Context: an optimization exercise on an open-source flow, tuned for small area and a short achievable clock period. The choices shown serve that exercise and are no tape-out recipe. Function was checked by simulation only, so behaviour that the tests miss may differ from the original. No activity file was given, so power comes from the tool's default toggle rates.

== ember ==
==> flow/design.v <==
module integral_image_engine #(
    parameter int IMG_W  = 160,
    parameter int IMG_H  = 120,
    parameter int PIX_W  = 4,
    parameter int SUM_W  = 20,
    parameter int ADDR_W = 15
) (
    input  logic              clk,
    input  logic              rst_n,
    input  logic              frame_start,
    input  logic              pix_valid,
    input  logic [PIX_W-1:0]  pix_data,
    input  logic [1:0]        mode,
    input  logic              arm,
    output logic              wr_en,
    output logic [ADDR_W-1:0] wr_addr,
    output logic [SUM_W-1:0]  wr_data,
    output logic              frame_done,
    output logic              busy,
    output logic              overflow
);
    localparam int XW = (IMG_W > 1) ? $clog2(IMG_W) : 1;
    localparam int YW = $clog2(IMG_H + 1);
    localparam int CW0 = $clog2(IMG_H * ((1 << PIX_W) - 1) + 1);
    localparam int CW  = (CW0 < SUM_W) ? CW0 : SUM_W;
    localparam int CHW = CW - PIX_W;
    localparam logic [XW-1:0] X_LAST = XW'(IMG_W - 1);
    localparam logic [YW-1:0] Y_LAST = YW'(IMG_H - 1);
    localparam logic [1:0] MODE_CONT   = 2'b00;
    localparam logic [1:0] MODE_SINGLE = 2'b01;
    logic [XW-1:0]     x;
    logic [YW-1:0]     y;
    logic              in_frame;
    logic              capture;
    logic              armed;
    logic              x_nz;        
    logic              y_nz;        
    logic [IMG_W*CW-1:0] sr;
    logic [CW-1:0]       tail;
    logic                pend;
    logic [CW-1:0]       above;
    logic [CW-1:0]       head_next;
    logic              decision;
    logic              cap_now;
    logic              accept;
    logic              x_first, y_first, x_last, y_last;
    logic              last_pix;
    logic              in_frame_next;
    logic [ADDR_W-1:0] cur_addr;
    logic [SUM_W-1:0]  base;       
    logic [SUM_W-1:0]  acc_q;      
    logic [ADDR_W-1:0] addr_q;     
    logic [SUM_W-1:0]  acc;        
    logic [SUM_W-1:0]  base16;     
    logic [SUM_W-1:0]  ii;
    logic [CHW-1:0]    above_hi_inc;
    logic [CW-1:0]     col_new;
    assign head_next = pend ? sr[3*CW-1:2*CW] : sr[2*CW-1:CW];
    logic [ADDR_W-1:0] addr_inc, addr_c;
    logic [XW-1:0]     x_inc, x_c;
    logic [YW-1:0]     y_inc, y_c;
    logic [CHW-1:0]    above_hi, above_c;
    logic [SUM_W-1:0]  b_op, b_g, b_p, b_c;         
    logic [SUM_W-1:0]  s_op, k_op, s_g, s_p, s_c;   
    localparam logic [SUM_W-1:0] K16 = SUM_W'(1 << PIX_W);
    integral_image_prefix #(.W(ADDR_W), .GW(1)) u_addr_c (
        .g(addr_q[0]), .p(addr_q), .c(addr_c));
    assign addr_inc = addr_q ^ {addr_c[ADDR_W-2:0], 1'b1};
    integral_image_prefix #(.W(XW), .GW(1)) u_x_c (
        .g(x[0]), .p(x), .c(x_c));
    assign x_inc = x ^ {x_c[XW-2:0], 1'b1};
    integral_image_prefix #(.W(YW), .GW(1)) u_y_c (
        .g(y[0]), .p(y), .c(y_c));
    assign y_inc = y ^ {y_c[YW-2:0], 1'b1};
    assign above_hi = above[CW-1:PIX_W];
    integral_image_prefix #(.W(CHW), .GW(1)) u_above_c (
        .g(above_hi[0]), .p(above_hi), .c(above_c));
    assign above_hi_inc = above_hi ^ {above_c[CHW-2:0], 1'b1};
    assign acc  = ~x_nz ? '0 : acc_q;
    assign b_op = SUM_W'(above);
    assign b_g  = acc & b_op;
    assign b_p  = acc ^ b_op;
    integral_image_prefix #(.W(SUM_W), .GW(CW)) u_base_c (
        .g(b_g[CW-1:0]), .p(b_p), .c(b_c));
    assign base = b_p ^ {b_c[SUM_W-2:0], 1'b0};
    assign s_op = acc ^ b_op ^ K16;
    assign k_op = ((acc & b_op) | ((acc | b_op) & K16)) << 1;
    assign s_g  = s_op & k_op;
    assign s_p  = s_op ^ k_op;
    integral_image_prefix #(.W(SUM_W), .GW(CW + 1)) u_base16_c (
        .g(s_g[CW:0]), .p(s_p), .c(s_c));
    assign base16 = s_p ^ {s_c[SUM_W-2:0], 1'b0};
    integral_image_pix_add #(.W(SUM_W), .PIX_W(PIX_W)) u_ii_add (
        .pix(pix_data), .restart(frame_start), .lo(base[PIX_W-1:0]),
        .hi(base[SUM_W-1:PIX_W]), .hi_inc(base16[SUM_W-1:PIX_W]), .sum(ii));
    integral_image_pix_add #(.W(CW), .PIX_W(PIX_W)) u_col_add (
        .pix(pix_data), .restart(frame_start), .lo(above[PIX_W-1:0]),
        .hi(above[CW-1:PIX_W]), .hi_inc(above_hi_inc), .sum(col_new));
    always_comb begin
        decision = 1'b0;
        case (mode)
            MODE_CONT:   decision = 1'b1;
            MODE_SINGLE: decision = armed | arm;
            default:     decision = 1'b0;
        endcase
        cap_now = frame_start ? decision : capture;
        accept  = pix_valid & (frame_start | in_frame);
        x_first  = ~x_nz;
        y_first  = ~y_nz;
        x_last   = (x == X_LAST);
        y_last   = (y == Y_LAST);
        last_pix = ~frame_start & x_last & y_last;
        if (accept) in_frame_next = ~last_pix;
        else        in_frame_next = frame_start | in_frame;
        cur_addr = (frame_start | (x_first & y_first)) ? '0 : addr_inc;
    end
    always_ff @(posedge clk) begin
        if (pend) begin
            sr <= {tail, sr[IMG_W*CW-1:CW]};
        end
        if (accept) begin
            tail   <= col_new;
            acc_q  <= ii;
            addr_q <= cur_addr;
        end
        if (frame_start) begin
            above <= '0;
        end else if (accept) begin
            above <= (y_first & ~x_last) ? '0 : head_next;
        end
    end
    always_ff @(posedge clk or negedge rst_n) begin
        if (!rst_n) begin
            x          <= '0;
            y          <= '0;
            x_nz       <= 1'b0;
            y_nz       <= 1'b0;
            in_frame   <= 1'b0;
            pend       <= 1'b0;
            capture    <= 1'b0;
            armed      <= 1'b0;
            wr_en      <= 1'b0;
            wr_addr    <= '0;
            wr_data    <= '0;
            frame_done <= 1'b0;
            busy       <= 1'b0;
            overflow   <= 1'b0;
        end else begin
            if (accept) begin
                if (frame_start) begin
                    x      <= (IMG_W > 1) ? XW'(1) : '0;
                    y      <= (IMG_W > 1) ? '0 : YW'(1);
                    x_nz   <= (IMG_W > 1);
                    y_nz   <= (IMG_W == 1);
                end else if (x_last) begin
                    x      <= '0;
                    y      <= y_inc;
                    x_nz   <= 1'b0;
                    y_nz   <= 1'b1;
                end else begin
                    x      <= x_inc;
                    x_nz   <= 1'b1;
                end
            end else if (frame_start) begin
                x      <= '0;
                y      <= '0;
                x_nz   <= 1'b0;
                y_nz   <= 1'b0;
            end
            wr_addr    <= cur_addr;
            wr_data    <= ii;
            in_frame   <= in_frame_next;
            pend       <= accept;
            capture    <= cap_now;
            wr_en      <= accept & cap_now;
            frame_done <= accept & cap_now & last_pix;
            busy       <= cap_now & in_frame_next;
            if (frame_start) begin
                overflow <= 1'b0;
            end else if (pix_valid && !in_frame) begin
                overflow <= 1'b1;
            end
            if (frame_start && (mode == MODE_SINGLE)) begin
                armed <= 1'b0;
            end else if (arm) begin
                armed <= 1'b1;
            end
        end
    end
endmodule
module integral_image_pix_add #(
    parameter int W     = 20,
    parameter int PIX_W = 4
) (
    input  logic [PIX_W-1:0] pix,
    input  logic             restart,
    input  logic [PIX_W-1:0] lo,
    input  logic [W-PIX_W-1:0] hi,
    input  logic [W-PIX_W-1:0] hi_inc,
    output logic [W-1:0]     sum
);
    logic [PIX_W-1:0] g, t;
    logic [PIX_W:0]   c;
    logic             term;
    always_comb begin
        g = lo & pix;
        t = lo ^ pix;
        c = '0;
        for (int i = 1; i <= PIX_W; i++) begin
            for (int j = 0; j < i; j++) begin
                term = g[j];
                for (int k = j + 1; k < i; k++) term = term & t[k];
                c[i] = c[i] | term;
            end
        end
        if (restart)
            sum = W'(pix);
        else
            sum = {c[PIX_W] ? hi_inc : hi, t ^ c[PIX_W-1:0]};
    end
endmodule
module integral_image_prefix #(
    parameter int W  = 20,
    parameter int GW = 20
) (
    input  logic [GW-1:0] g,
    input  logic [W-1:0]  p,
    output logic [W-1:0]  c
);
    logic [W-1:0] gg, pg;
    always_comb begin
        gg = W'(g);
        pg = p;
        for (int d = 1; d < W; d = d * 2) begin
            gg = gg | (pg & (gg << d));
            pg = pg & ((pg << d) | W'((1 << d) - 1));
        end
        c = gg;
    end
endmodule
clock: 10.0 ns
lec_check: 0
abc_clock_period_in_ps: 3000
cap_margin: 20
core_margin: 2
core_utilization: 55
cts_cluster_diameter: 60
cts_cluster_size: 20
slew_margin: 20
synth_hierarchical: 1
synth_minimum_keep_size: 0
standard.sh (not shown) runs the stock make flow with config.mk's settings and CLKGATE_MAP_FILE= SYNTH_SCRIPT=/design/flow/synth_recipe.tcl, a recipe that flattens the netlist after the stock synthesis.
==> flow/flow/run.sh <==
#!/bin/bash
# Standard ORFS layout; repair aims for a tighter setup target than the clock.
bash standard.sh SETUP_SLACK_MARGIN=6.8 MATCH_CELL_FOOTPRINT=0 finish > standard.log 2>&1
The flow did not stop early for ember: all stages ran, and the layout cleared the timing, design-rule and antenna checks.
Relative to ember, the following input files were edited for maple:
- PLACE_DENSITY: unset -> 0.75
- CTS_CLUSTER_SIZE: 20 -> 30
- CTS_CLUSTER_DIAMETER: 60 -> 80
Results
ember did not stop at any stage, and its layout met the timing, design-rule and antenna checks.
maple ended with every stage complete and zero timing, DRC or antenna violations.
Re core utilization: maple is 1.6 points down on ember.
Re sequential cell count: no difference whatsoever between ember and maple.
Side by side, internal power component turned out lower in maple than in ember.
Input changes introduced in garnet (baseline for comparison: maple):
- PLACE_DENSITY removed (was 0.75)
Notes after the runs:
- Diff maple..garnet | total negative setup slack | unchanged
- Compared with maple, garnet shows a relative area change from synthesis to final layout that is 0.20 points higher.
- Any difference in final critical-path required period between garnet and maple is small enough to ignore.
- Looking at all-layer global routing usage, garnet sits 0.94 points below maple.
- Looking at the reports, garnet completed the entire flow and the layout it produced met the timing, design-rule and antenna checks.
- maple -> garnet: total die area delta 0, exact match
- Detailed route wirelength on metal3 (lower): garnet
- garnet against maple; power is up slightly.
- Max delay of the slowest critical-path stage across maple and garnet: maple
- Of maple and garnet, the higher met2 track utilization from global routing belongs to maple.
- Number of nets produced by synthesis came out exactly the same in maple and garnet.
- Across both runs, worst-case hold slack was lower for garnet than for maple.

==> afterwards: timing with drivers on the ports <==
No port has a modelled driver above. Below, the same layouts with a new extraction and two added sets of constraints.
Step 1, drivers: a clkbuf_16 drives clk and a buf_2 each remaining input, both assumed.
Step 2 also shifts input and output timing later by t, the mid clock arrival at the registers, as if the neighbouring blocks saw the same clock.
a / b / c = no drivers / after step 1 / after step 2; a / b = the first two.
run	shift t [ns]	setup slack, ns	latest minus earliest clock arrival (ns)	cell pins on the clock port's net
ember	0.771	6.749 / 6.672 / 6.143	0.020 / 0.020	1
maple	0.714	6.770 / 6.707 / 6.112	0.035 / 0.035	1
garnet	0.728	6.768 / 6.695 / 6.166	0.038 / 0.038	1
After both steps every run listed still meets setup and hold. The setup slack of maple, which loses most, moves by -0.063 ns with the drivers and by -0.658 ns with both steps.
